Source: an optimization exercise on an open RTL-to-GDS flow (aim: small area). Production flows keep margins and buffers that such runs may drop.
At most, simulation tests tie the RTL to the original design; equivalence was not proved.
Power is estimated from default activity; no workload was simulated.

## the reference run
==> module decode_regfile, before the edit <==
module decode_regfile
#(
    parameter int DATA_W = DEF_DATA_W,
    parameter int NREGS  = DEF_NREGS
) (
    input  logic              clock,
    input  logic              reset_n,
    input  logic [ADDR_W-1:0] rs_addr,
    input  logic [ADDR_W-1:0] rt_addr,
    input  logic              rs_used,
    input  logic              rt_used,
    input  logic              issue_valid,
    input  logic              issue_rwe,
    input  logic [ADDR_W-1:0] issue_d,
    output logic [DATA_W-1:0] rsval,
    output logic [DATA_W-1:0] rtval,
    output logic              stall,
    input  logic              wb_rwe,
    input  logic [ADDR_W-1:0] wb_d,
    input  logic [DATA_W-1:0] wb_rdval,
    output logic              sb_err
);
    logic [DATA_W-1:0] regs_q [NREGS];
    logic [DATA_W-1:0] regs_d [NREGS];
    logic [NREGS-1:0]  valid_q;
    logic [NREGS-1:0]  valid_d;
    logic [3:0] wb_lo_n, rs_lo_n, rt_lo_n, is_lo_n, inc_lo_n;
    logic [7:0] wb_hi_n, rs_hi_n, rt_hi_n, is_hi_n;
    logic [NREGS-1:0] wb_oh;      
    logic [NREGS-1:0] wb_hold;    
    logic [NREGS-1:0] rd_ok;      
    logic [NREGS-1:0] rs_oh;      
    logic [NREGS-1:0] rt_oh;
    logic [NREGS-1:0] rs_sel;     
    logic [NREGS-1:0] rt_sel;
    logic [NREGS-1:0] is_oh;      
    logic [NREGS-1:0] inc_oh;     
    logic [NREGS-1:0] busy;
    logic [NREGS-1:0] zero;
    logic [NREGS-1:0] full;
    logic rs_hit, rt_hit;
    logic rs_busy, rt_busy, any_full, err_set;
    logic issue_fire;
    rf_predec_lo u_wb_lo  (.en_i(wb_rwe),     .a_i(wb_d[1:0]),    .y_n_o(wb_lo_n));
    rf_predec_lo u_inc_lo (.en_i(issue_fire), .a_i(issue_d[1:0]), .y_n_o(inc_lo_n));
    rf_predec_lo u_is_lo  (.en_i(issue_rwe),  .a_i(issue_d[1:0]), .y_n_o(is_lo_n));
    rf_predec_lo2 u_rs_lo (.a_i(rs_addr[1:0]), .y_n_o(rs_lo_n));
    rf_predec_lo2 u_rt_lo (.a_i(rt_addr[1:0]), .y_n_o(rt_lo_n));
    rf_predec_hi u_wb_hi (.a_i(wb_d[4:2]),    .y_n_o(wb_hi_n));
    rf_predec_hi u_rs_hi (.a_i(rs_addr[4:2]), .y_n_o(rs_hi_n));
    rf_predec_hi u_rt_hi (.a_i(rt_addr[4:2]), .y_n_o(rt_hi_n));
    rf_predec_hi u_is_hi (.a_i(issue_d[4:2]), .y_n_o(is_hi_n));
    assign wb_oh[0]   = 1'b0;
    assign wb_hold[0] = 1'b1;
    assign regs_d[0]  = '0;
    assign rd_ok[0]   = 1'b0;
    assign rs_oh[0]   = 1'b0;
    assign rt_oh[0]   = 1'b0;
    assign rs_sel[0]  = 1'b0;
    assign rt_sel[0]  = 1'b0;
    assign is_oh[0]   = 1'b0;
    assign inc_oh[0]  = 1'b0;
    assign valid_d[0] = 1'b0;
    for (genvar i = 1; i < NREGS; i++) begin : g_reg
        rf_nor2  u_wb   (.a(wb_lo_n[i%4]),  .b(wb_hi_n[i/4]),  .y(wb_oh[i]));
        rf_or2   u_hold (.a(wb_lo_n[i%4]),  .b(wb_hi_n[i/4]),  .y(wb_hold[i]));
        for (genvar b = 0; b < DATA_W; b++) begin : g_wbit
            rf_a22o u_next (.a1(wb_oh[i]), .a2(wb_rdval[b]), .b1(wb_hold[i]), .b2(regs_q[i][b]),
                            .y(regs_d[i][b]));
        end
        rf_o21a  u_rdok (.a1(wb_lo_n[i%4]), .a2(wb_hi_n[i/4]), .b(valid_q[i]), .y(rd_ok[i]));
        rf_or2   u_vld  (.a(wb_oh[i]),      .b(valid_q[i]),    .y(valid_d[i]));
        rf_nor2  u_rs   (.a(rs_lo_n[i%4]),  .b(rs_hi_n[i/4]),  .y(rs_oh[i]));
        rf_nor2  u_rt   (.a(rt_lo_n[i%4]),  .b(rt_hi_n[i/4]),  .y(rt_oh[i]));
        rf_and2  u_rss  (.a(rs_oh[i]),      .b(rd_ok[i]),      .y(rs_sel[i]));
        rf_and2  u_rts  (.a(rt_oh[i]),      .b(rd_ok[i]),      .y(rt_sel[i]));
        rf_nor2  u_is   (.a(is_lo_n[i%4]),  .b(is_hi_n[i/4]),  .y(is_oh[i]));
        rf_nor2  u_inc  (.a(inc_lo_n[i%4]), .b(is_hi_n[i/4]),  .y(inc_oh[i]));
    end
    always_ff @(posedge clock) begin
        for (int i = 1; i < NREGS; i++) begin
            regs_q[i] <= regs_d[i];
        end
    end
    always_ff @(posedge clock or negedge reset_n) begin
        if (!reset_n) begin
            valid_q <= '0;
        end else begin
            valid_q <= valid_d;
        end
    end
    assign rs_hit = wb_rwe && (wb_d != REG_ZERO) && (wb_d == rs_addr);
    assign rt_hit = wb_rwe && (wb_d != REG_ZERO) && (wb_d == rt_addr);
    for (genvar b = 0; b < DATA_W; b++) begin : g_bit
        logic [NREGS-1:0] col;
        assign col[0] = wb_rdval[b];
        for (genvar i = 1; i < NREGS; i++) begin : g_col
            assign col[i] = regs_q[i][b];
        end
        rf_ao_reduce #(.N(NREGS)) u_rs (.sel_i({rs_sel[NREGS-1:1], rs_hit}), .data_i(col), .y_o(rsval[b]));
        rf_ao_reduce #(.N(NREGS)) u_rt (.sel_i({rt_sel[NREGS-1:1], rt_hit}), .data_i(col), .y_o(rtval[b]));
    end
    rf_ao_reduce #(.N(NREGS-1)) u_rs_busy (.sel_i(rs_oh[NREGS-1:1]), .data_i(busy[NREGS-1:1]), .y_o(rs_busy));
    rf_ao_reduce #(.N(NREGS-1)) u_rt_busy (.sel_i(rt_oh[NREGS-1:1]), .data_i(busy[NREGS-1:1]), .y_o(rt_busy));
    rf_ao_reduce #(.N(NREGS-1)) u_full    (.sel_i(is_oh[NREGS-1:1]), .data_i(full[NREGS-1:1]), .y_o(any_full));
    rf_ao_reduce #(.N(NREGS-1)) u_err     (.sel_i(wb_oh[NREGS-1:1]), .data_i(zero[NREGS-1:1]), .y_o(err_set));
    assign stall = issue_valid && ((rs_used && rs_busy) || (rt_used && rt_busy) || any_full);
    assign issue_fire = issue_valid && !stall && issue_rwe;
    reg_scoreboard #(
        .NREGS (NREGS)
    ) u_scoreboard (
        .clk_i     (clock),
        .rst_n_i   (reset_n),
        .inc_oh_i  (inc_oh),
        .dec_oh_i  (wb_oh),
        .err_set_i (err_set),
        .busy_o    (busy),
        .zero_o    (zero),
        .full_o    (full),
        .sb_err_o  (sb_err)
    );
endmodule
==> module rf_a22o, before the edit <==
module rf_a22o (
    input  logic a1, a2, b1, b2,
    output logic y
);
    assign y = (a1 && a2) || (b1 && b2);
endmodule
==> flow/config.mk <==
export PLATFORM = sky130hd
export DESIGN_NAME = decode_regfile
export DESIGN_NICKNAME = decode_regfile
export VERILOG_FILES = /design/flow/design.v
export SDC_FILE = /design/flow/constraint.sdc
export NUM_CORES = 4
export LEC_CHECK = 0
export CAP_MARGIN = 5
export CORE_MARGIN = 2
export CORE_UTILIZATION = 40
export SLEW_MARGIN = 5
export SYNTH_HIERARCHICAL = 1
export SYNTH_MINIMUM_KEEP_SIZE = 0
==> flow/constraint.sdc <==
create_clock -name core_clock -period 8.0 [get_ports {clock}]
set_input_delay 1.6000 -clock core_clock [delete_from_list [all_inputs] [get_ports {clock}]]
set_output_delay 1.6000 -clock core_clock [all_outputs]
set_load 0.01 [all_outputs]
standard.sh (not shown) runs the stock make flow with config.mk's settings and CLKGATE_MAP_FILE= SYNTH_SCRIPT=/design/flow/synth_recipe.tcl, a recipe that flattens the netlist after the stock synthesis.
==> flow/flow/run.sh <==
#!/bin/bash
# The standard layout (standard.sh: the ORFS flow, standard synthesis) with two
# arguments of ORFS's own steps changed:
#  - the port buffers that buffer_ports inserts are sky130_fd_sc_hd__buf_1 cells
#    (every input and output port still gets its own buffer);
#  - clock tree synthesis builds the tree from clkbuf_16 cells, in clusters of
#    up to 27 flip-flops, and adds no dummy load cells.
# ORFS writes each step's full log under orfs/logs/; the make output goes to
# run.log in the folder this script runs in.
set -euo pipefail
export BUFFER_PORTS_ARGS="-buffer_cell sky130_fd_sc_hd__buf_1"
export CTS_ARGS="-sink_clustering_enable -repair_clock_nets -dont_use_dummy_load -buf_list sky130_fd_sc_hd__clkbuf_16 -sink_clustering_size 27 -sink_clustering_max_diameter 100"
bash standard.sh > run.log 2>&1
diff inputs: the reference run => the trial run
-- flow/design.v --
<<< the reference run, line 123
);
    logic [DATA_W-1:0] regs_q [NREGS];
    logic [DATA_W-1:0] regs_d [NREGS];
    logic [NREGS-1:0]  valid_q;
    logic [NREGS-1:0]  valid_d;
>>> the trial run, line 123
);
    logic [DATA_W-1:0] regs_q [NREGS];
    logic [NREGS-1:0]  valid_q;
    logic [NREGS-1:0]  valid_d;
<<< the reference run, line 129
    logic [7:0] wb_hi_n, rs_hi_n, rt_hi_n, is_hi_n;
    logic [NREGS-1:0] wb_oh;      
    logic [NREGS-1:0] wb_hold;    
    logic [NREGS-1:0] rd_ok;      
    logic [NREGS-1:0] rs_oh;      
>>> the trial run, line 128
    logic [7:0] wb_hi_n, rs_hi_n, rt_hi_n, is_hi_n;
    logic [NREGS-1:0] wb_oh;      
    logic [NREGS-1:0] rd_ok;      
    logic [NREGS-1:0] rs_oh;      
<<< the reference run, line 153
    rf_predec_hi u_is_hi (.a_i(issue_d[4:2]), .y_n_o(is_hi_n));
    assign wb_oh[0]   = 1'b0;
    assign wb_hold[0] = 1'b1;
    assign regs_d[0]  = '0;
    assign rd_ok[0]   = 1'b0;
    assign rs_oh[0]   = 1'b0;
>>> the trial run, line 151
    rf_predec_hi u_is_hi (.a_i(issue_d[4:2]), .y_n_o(is_hi_n));
    assign wb_oh[0]   = 1'b0;
    assign rd_ok[0]   = 1'b0;
    assign rs_oh[0]   = 1'b0;
<<< the reference run, line 165
    for (genvar i = 1; i < NREGS; i++) begin : g_reg
        rf_nor2  u_wb   (.a(wb_lo_n[i%4]),  .b(wb_hi_n[i/4]),  .y(wb_oh[i]));
        rf_or2   u_hold (.a(wb_lo_n[i%4]),  .b(wb_hi_n[i/4]),  .y(wb_hold[i]));
        for (genvar b = 0; b < DATA_W; b++) begin : g_wbit
            rf_a22o u_next (.a1(wb_oh[i]), .a2(wb_rdval[b]), .b1(wb_hold[i]), .b2(regs_q[i][b]),
                            .y(regs_d[i][b]));
        end
        rf_o21a  u_rdok (.a1(wb_lo_n[i%4]), .a2(wb_hi_n[i/4]), .b(valid_q[i]), .y(rd_ok[i]));
        rf_or2   u_vld  (.a(wb_oh[i]),      .b(valid_q[i]),    .y(valid_d[i]));
>>> the trial run, line 161
    for (genvar i = 1; i < NREGS; i++) begin : g_reg
        rf_nor2  u_wb   (.a(wb_lo_n[i%4]),  .b(wb_hi_n[i/4]),  .y(wb_oh[i]));
        rf_o21a  u_rdok (.a1(wb_lo_n[i%4]), .a2(wb_hi_n[i/4]), .b(valid_q[i]), .y(rd_ok[i]));
        rf_or2   u_vld  (.a(wb_oh[i]),      .b(valid_q[i]),    .y(valid_d[i]));
<<< the reference run, line 181
    always_ff @(posedge clock) begin
        for (int i = 1; i < NREGS; i++) begin
            regs_q[i] <= regs_d[i];
        end
    end
>>> the trial run, line 172
    always_ff @(posedge clock) begin
        for (int i = 1; i < NREGS; i++) begin
            if (wb_oh[i]) begin
                regs_q[i] <= wb_rdval;
            end
        end
    end
<<< the reference run, line 350
    assign y = (a1 || a2) && b;
endmodule
module rf_a22o (
    input  logic a1, a2, b1, b2,
    output logic y
);
    assign y = (a1 && a2) || (b1 && b2);
endmodule
module rf_or2 (
    input  logic a, b,
>>> the trial run, line 343
    assign y = (a1 || a2) && b;
endmodule
module rf_or2 (
    input  logic a, b,
Findings:
In summary, the trial run completed successfully, with a layout that passed the timing, design-rule and antenna checks. Run comparison: the trial run first element of the critical path wb_d[2]; the reference run first element of the critical path wb_d[0]. The trial run has global-route usage below what the reference run had. Against the reference run, cell area after layout in the trial run came out worse. The worst hold-check slack on the reference run is in line with that on the trial run. Going from the reference run to the trial run, the clock power was found to have gone down by about 2%. In the tables for the trial run and the reference run, largest incremental delay on the critical path reads lower with the trial run. Maximum resistive drop on vdd: the trial run and the reference run compared, lower one is the trial run.

========
decode_regfile, a different RTL version from the one above (not shown whole).
Size in the first run: roughly 2,700 cells after synthesis, ~130 I/O pins, ~45,000 um2 of cells after synthesis.
==> module decode_regfile, before the edit <==
module decode_regfile
#(
    parameter int DATA_W = DEF_DATA_W,
    parameter int NREGS  = DEF_NREGS
) (
    input  logic              clock,
    input  logic              reset_n,
    input  logic [ADDR_W-1:0] rs_addr,
    input  logic [ADDR_W-1:0] rt_addr,
    input  logic              rs_used,
    input  logic              rt_used,
    input  logic              issue_valid,
    input  logic              issue_rwe,
    input  logic [ADDR_W-1:0] issue_d,
    output logic [DATA_W-1:0] rsval,
    output logic [DATA_W-1:0] rtval,
    output logic              stall,
    input  logic              wb_rwe,
    input  logic [ADDR_W-1:0] wb_d,
    input  logic [DATA_W-1:0] wb_rdval,
    output logic              sb_err
);
    logic [DATA_W-1:0] regs_q [NREGS];
    logic [NREGS-1:0]  valid_q;
    logic [NREGS-1:0]  valid_d;
    logic [3:0] wb_lo_n, is_lo_n, inc_lo_n;
    logic [7:0] wb_hi_n, is_hi_n;
    logic [3:0] wb_lo, rs_lo, rt_lo;
    logic [7:0] wb_hi, rs_hi, rt_hi;
    logic [NREGS-1:0] wb_oh;      
    logic [NREGS-1:0] rd_ok;      
    logic [NREGS-1:0] rs_sel;     
    logic [NREGS-1:0] rt_sel;
    logic [NREGS-1:0] is_oh;      
    logic [NREGS-1:0] inc_oh;     
    logic [NREGS-1:0] busy;
    logic [NREGS-1:0] zero;
    logic [NREGS-1:0] full;
    logic rs_hit, rt_hit;
    logic rs_busy, rt_busy, any_full, err_set;
    logic issue_fire;
    rf_predec_lo u_wb_lo  (.en_i(wb_rwe),     .a_i(wb_d[1:0]),    .y_n_o(wb_lo_n));
    rf_predec_lo u_inc_lo (.en_i(issue_fire), .a_i(issue_d[1:0]), .y_n_o(inc_lo_n));
    rf_predec_lo u_is_lo  (.en_i(issue_rwe),  .a_i(issue_d[1:0]), .y_n_o(is_lo_n));
    rf_predec_hi u_wb_hi (.a_i(wb_d[4:2]),    .y_n_o(wb_hi_n));
    rf_predec_hi u_is_hi (.a_i(issue_d[4:2]), .y_n_o(is_hi_n));
    rf_predec_lo_p  u_wb_lo_p (.en_i(wb_rwe), .a_i(wb_d[1:0]),    .y_o(wb_lo));
    rf_predec_lo2_p u_rs_lo_p (.a_i(rs_addr[1:0]), .y_o(rs_lo));
    rf_predec_lo2_p u_rt_lo_p (.a_i(rt_addr[1:0]), .y_o(rt_lo));
    rf_predec_hi_p  u_wb_hi_p (.a_i(wb_d[4:2]),    .y_o(wb_hi));
    rf_predec_hi_p  u_rs_hi_p (.a_i(rs_addr[4:2]), .y_o(rs_hi));
    rf_predec_hi_p  u_rt_hi_p (.a_i(rt_addr[4:2]), .y_o(rt_hi));
    assign wb_oh[0]   = 1'b0;
    assign rd_ok[0]   = 1'b0;
    assign rs_sel[0]  = 1'b0;
    assign rt_sel[0]  = 1'b0;
    assign is_oh[0]   = 1'b0;
    assign inc_oh[0]  = 1'b0;
    assign valid_d[0] = 1'b0;
    for (genvar i = 1; i < NREGS; i++) begin : g_reg
        rf_and2  u_wb   (.a(wb_lo[i%4]),    .b(wb_hi[i/4]),    .y(wb_oh[i]));
        rf_o21a  u_rdok (.a1(wb_lo_n[i%4]), .a2(wb_hi_n[i/4]), .b(valid_q[i]), .y(rd_ok[i]));
        rf_or2   u_vld  (.a(wb_oh[i]),      .b(valid_q[i]),    .y(valid_d[i]));
        rf_and3  u_rss  (.a(rs_lo[i%4]),    .b(rs_hi[i/4]),    .c(rd_ok[i]), .y(rs_sel[i]));
        rf_and3  u_rts  (.a(rt_lo[i%4]),    .b(rt_hi[i/4]),    .c(rd_ok[i]), .y(rt_sel[i]));
        rf_nor2  u_is   (.a(is_lo_n[i%4]),  .b(is_hi_n[i/4]),  .y(is_oh[i]));
        rf_nor2  u_inc  (.a(inc_lo_n[i%4]), .b(is_hi_n[i/4]),  .y(inc_oh[i]));
    end
    always_ff @(posedge clock) begin
        for (int i = 1; i < NREGS; i++) begin
            if (wb_oh[i]) begin
                regs_q[i] <= wb_rdval;
            end
        end
    end
    always_ff @(posedge clock or negedge reset_n) begin
        if (!reset_n) begin
            valid_q <= '0;
        end else begin
            valid_q <= valid_d;
        end
    end
    assign rs_hit = wb_rwe && (wb_d != REG_ZERO) && (wb_d == rs_addr);
    assign rt_hit = wb_rwe && (wb_d != REG_ZERO) && (wb_d == rt_addr);
    for (genvar b = 0; b < DATA_W; b++) begin : g_bit
        logic [NREGS-1:0] col;
        assign col[0] = wb_rdval[b];
        for (genvar i = 1; i < NREGS; i++) begin : g_col
            assign col[i] = regs_q[i][b];
        end
        rf_ao_reduce #(.N(NREGS)) u_rs (.sel_i({rs_sel[NREGS-1:1], rs_hit}), .data_i(col), .y_o(rsval[b]));
        rf_ao_reduce #(.N(NREGS)) u_rt (.sel_i({rt_sel[NREGS-1:1], rt_hit}), .data_i(col), .y_o(rtval[b]));
    end
    rf_lookup u_rs_busy (.lo_i(rs_lo), .hi_i(rs_hi), .data_i(busy), .y_o(rs_busy));
    rf_lookup u_rt_busy (.lo_i(rt_lo), .hi_i(rt_hi), .data_i(busy), .y_o(rt_busy));
    rf_ao_reduce #(.N(NREGS-1)) u_full    (.sel_i(is_oh[NREGS-1:1]), .data_i(full[NREGS-1:1]), .y_o(any_full));
    rf_ao_reduce #(.N(NREGS-1)) u_err     (.sel_i(wb_oh[NREGS-1:1]), .data_i(zero[NREGS-1:1]), .y_o(err_set));
    assign stall = issue_valid && ((rs_used && rs_busy) || (rt_used && rt_busy) || any_full);
    assign issue_fire = issue_valid && !stall && issue_rwe;
    reg_scoreboard #(
        .NREGS (NREGS)
    ) u_scoreboard (
        .clk_i     (clock),
        .rst_n_i   (reset_n),
        .inc_oh_i  (inc_oh),
        .dec_oh_i  (wb_oh),
        .err_set_i (err_set),
        .busy_o    (busy),
        .zero_o    (zero),
        .full_o    (full),
        .sb_err_o  (sb_err)
    );
endmodule
==> module rf_o21a, before the edit <==
module rf_o21a (
    input  logic a1, a2, b,
    output logic y
);
    assign y = (a1 || a2) && b;
endmodule
Settings: LEC_CHECK=0, CAP_MARGIN=5, CORE_MARGIN=2, CORE_UTILIZATION=40, SLEW_MARGIN=5, SYNTH_HIERARCHICAL=1, SYNTH_MINIMUM_KEEP_SIZE=0; clock period 8.0 ns.
Scripts as last shown in full above: flow/flow/run.sh
Change:
--- a/flow/design.v
+++ b/flow/design.v
@@ -120,17 +120,19 @@
     input  logic [ADDR_W-1:0] wb_d,
     input  logic [DATA_W-1:0] wb_rdval,
     output logic              sb_err
 );
     logic [DATA_W-1:0] regs_q [NREGS];
+    logic [DATA_W-1:0] regs_d [NREGS];
     logic [NREGS-1:0]  valid_q;
     logic [NREGS-1:0]  valid_d;
-    logic [3:0] wb_lo_n, is_lo_n, inc_lo_n;
-    logic [7:0] wb_hi_n, is_hi_n;
+    logic [3:0] is_lo_n, inc_lo_n;
+    logic [7:0] is_hi_n;
     logic [3:0] wb_lo, rs_lo, rt_lo;
     logic [7:0] wb_hi, rs_hi, rt_hi;
     logic [NREGS-1:0] wb_oh;      
+    logic [NREGS-1:0] wb_hold;    
     logic [NREGS-1:0] rd_ok;      
     logic [NREGS-1:0] rs_sel;     
     logic [NREGS-1:0] rt_sel;
     logic [NREGS-1:0] is_oh;      
     logic [NREGS-1:0] inc_oh;     
@@ -138,42 +140,45 @@
     logic [NREGS-1:0] zero;
     logic [NREGS-1:0] full;
     logic rs_hit, rt_hit;
     logic rs_busy, rt_busy, any_full, err_set;
     logic issue_fire;
-    rf_predec_lo u_wb_lo  (.en_i(wb_rwe),     .a_i(wb_d[1:0]),    .y_n_o(wb_lo_n));
+    rf_predec_lo_p u_wb_lo (.en_i(wb_rwe),    .a_i(wb_d[1:0]),    .y_o(wb_lo));
     rf_predec_lo u_inc_lo (.en_i(issue_fire), .a_i(issue_d[1:0]), .y_n_o(inc_lo_n));
     rf_predec_lo u_is_lo  (.en_i(issue_rwe),  .a_i(issue_d[1:0]), .y_n_o(is_lo_n));
-    rf_predec_hi u_wb_hi (.a_i(wb_d[4:2]),    .y_n_o(wb_hi_n));
+    rf_predec_hi_p  u_wb_hi_p (.a_i(wb_d[4:2]),    .y_o(wb_hi));
     rf_predec_hi u_is_hi (.a_i(issue_d[4:2]), .y_n_o(is_hi_n));
-    rf_predec_lo_p  u_wb_lo_p (.en_i(wb_rwe), .a_i(wb_d[1:0]),    .y_o(wb_lo));
     rf_predec_lo2_p u_rs_lo_p (.a_i(rs_addr[1:0]), .y_o(rs_lo));
     rf_predec_lo2_p u_rt_lo_p (.a_i(rt_addr[1:0]), .y_o(rt_lo));
-    rf_predec_hi_p  u_wb_hi_p (.a_i(wb_d[4:2]),    .y_o(wb_hi));
     rf_predec_hi_p  u_rs_hi_p (.a_i(rs_addr[4:2]), .y_o(rs_hi));
     rf_predec_hi_p  u_rt_hi_p (.a_i(rt_addr[4:2]), .y_o(rt_hi));
     assign wb_oh[0]   = 1'b0;
+    assign wb_hold[0] = 1'b1;
+    assign regs_d[0]  = '0;
     assign rd_ok[0]   = 1'b0;
     assign rs_sel[0]  = 1'b0;
     assign rt_sel[0]  = 1'b0;
     assign is_oh[0]   = 1'b0;
     assign inc_oh[0]  = 1'b0;
     assign valid_d[0] = 1'b0;
     for (genvar i = 1; i < NREGS; i++) begin : g_reg
         rf_and2  u_wb   (.a(wb_lo[i%4]),    .b(wb_hi[i/4]),    .y(wb_oh[i]));
-        rf_o21a  u_rdok (.a1(wb_lo_n[i%4]), .a2(wb_hi_n[i/4]), .b(valid_q[i]), .y(rd_ok[i]));
+        rf_nand2 u_hold (.a(wb_lo[i%4]),    .b(wb_hi[i/4]),    .y(wb_hold[i]));
+        for (genvar b = 0; b < DATA_W; b++) begin : g_wbit
+            rf_a22o u_next (.a1(wb_oh[i]), .a2(wb_rdval[b]), .b1(wb_hold[i]), .b2(regs_q[i][b]),
+                            .y(regs_d[i][b]));
+        end
+        rf_and2  u_rdok (.a(wb_hold[i]),    .b(valid_q[i]),    .y(rd_ok[i]));
         rf_or2   u_vld  (.a(wb_oh[i]),      .b(valid_q[i]),    .y(valid_d[i]));
         rf_and3  u_rss  (.a(rs_lo[i%4]),    .b(rs_hi[i/4]),    .c(rd_ok[i]), .y(rs_sel[i]));
         rf_and3  u_rts  (.a(rt_lo[i%4]),    .b(rt_hi[i/4]),    .c(rd_ok[i]), .y(rt_sel[i]));
         rf_nor2  u_is   (.a(is_lo_n[i%4]),  .b(is_hi_n[i/4]),  .y(is_oh[i]));
         rf_nor2  u_inc  (.a(inc_lo_n[i%4]), .b(is_hi_n[i/4]),  .y(inc_oh[i]));
     end
     always_ff @(posedge clock) begin
         for (int i = 1; i < NREGS; i++) begin
-            if (wb_oh[i]) begin
-                regs_q[i] <= wb_rdval;
-            end
+            regs_q[i] <= regs_d[i];
         end
     end
     always_ff @(posedge clock or negedge reset_n) begin
         if (!reset_n) begin
             valid_q <= '0;
@@ -368,10 +373,16 @@
     input  logic a, b,
     output logic y
 );
     assign y = !(a || b);
 endmodule
+module rf_nand2 (
+    input  logic a, b,
+    output logic y
+);
+    assign y = !(a && b);
+endmodule
 module rf_and2 (
     input  logic a, b,
     output logic y
 );
     assign y = a && b;
@@ -380,15 +391,15 @@
     input  logic a, b, c,
     output logic y
 );
     assign y = a && b && c;
 endmodule
-module rf_o21a (
-    input  logic a1, a2, b,
+module rf_a22o (
+    input  logic a1, a2, b1, b2,
     output logic y
 );
-    assign y = (a1 || a2) && b;
+    assign y = (a1 && a2) || (b1 && b2);
 endmodule
 module rf_or2 (
     input  logic a, b,
     output logic y
 );
=>
- utilization hardly moves
- wire length is higher by 15%
- clock skew climbs by 4.4 ps
- fmax is lower by about 4%
- synthesized cell count went up by about 37%
- non-clock buffer count rises by 43
- via count climbs by about 24%
- clock-buffer cell count fell by 1
Function not checked in the first run of this note: the RTL went through the layout flow alone.

[static timing again, ports no longer ideal]
No port has a modelled driver above. Below, the same layouts with a new extraction and two added sets of constraints.
Step 1, drivers: a clkbuf_16 drives clock and a buf_2 each remaining input, both assumed.
Step 2 adds t to the input delays and takes it off the output delays; t is the mean of the earliest and latest rising clock arrival at the registers after step 1. Input paths then give back, and output paths get back, about the clock's delay inside the block.
Slacks: no drivers / after step 1 / after step 2; pairs: no drivers / after step 1.
| run | shift t [ns] | setup WS [ns] | clock arrival spread, ns | slew at the worst register clock pin (ns) |
|---|---|---|---|---|
| the reference run | 0.726 | 0.969 / 0.946 / 0.946 | 0.070 / 0.070 | 0.12 / 0.12 |
| the trial run | 0.704 | 1.212 / 1.164 / 1.164 | 0.073 / 0.073 | 0.11 / 0.11 |
| the first run of note 2 | 0.716 | 1.110 / 1.077 / 1.077 | 0.062 / 0.062 | 0.11 / 0.11 |
| the second run of note 2 | 0.726 | 0.806 / 0.784 / 0.784 | 0.045 / 0.045 | 0.11 / 0.11 |
After both steps setup and hold are still met in every run listed. For the trial run, which loses most, drivers alone change the setup slack by -0.048 ns; drivers and shift together by -0.048 ns.
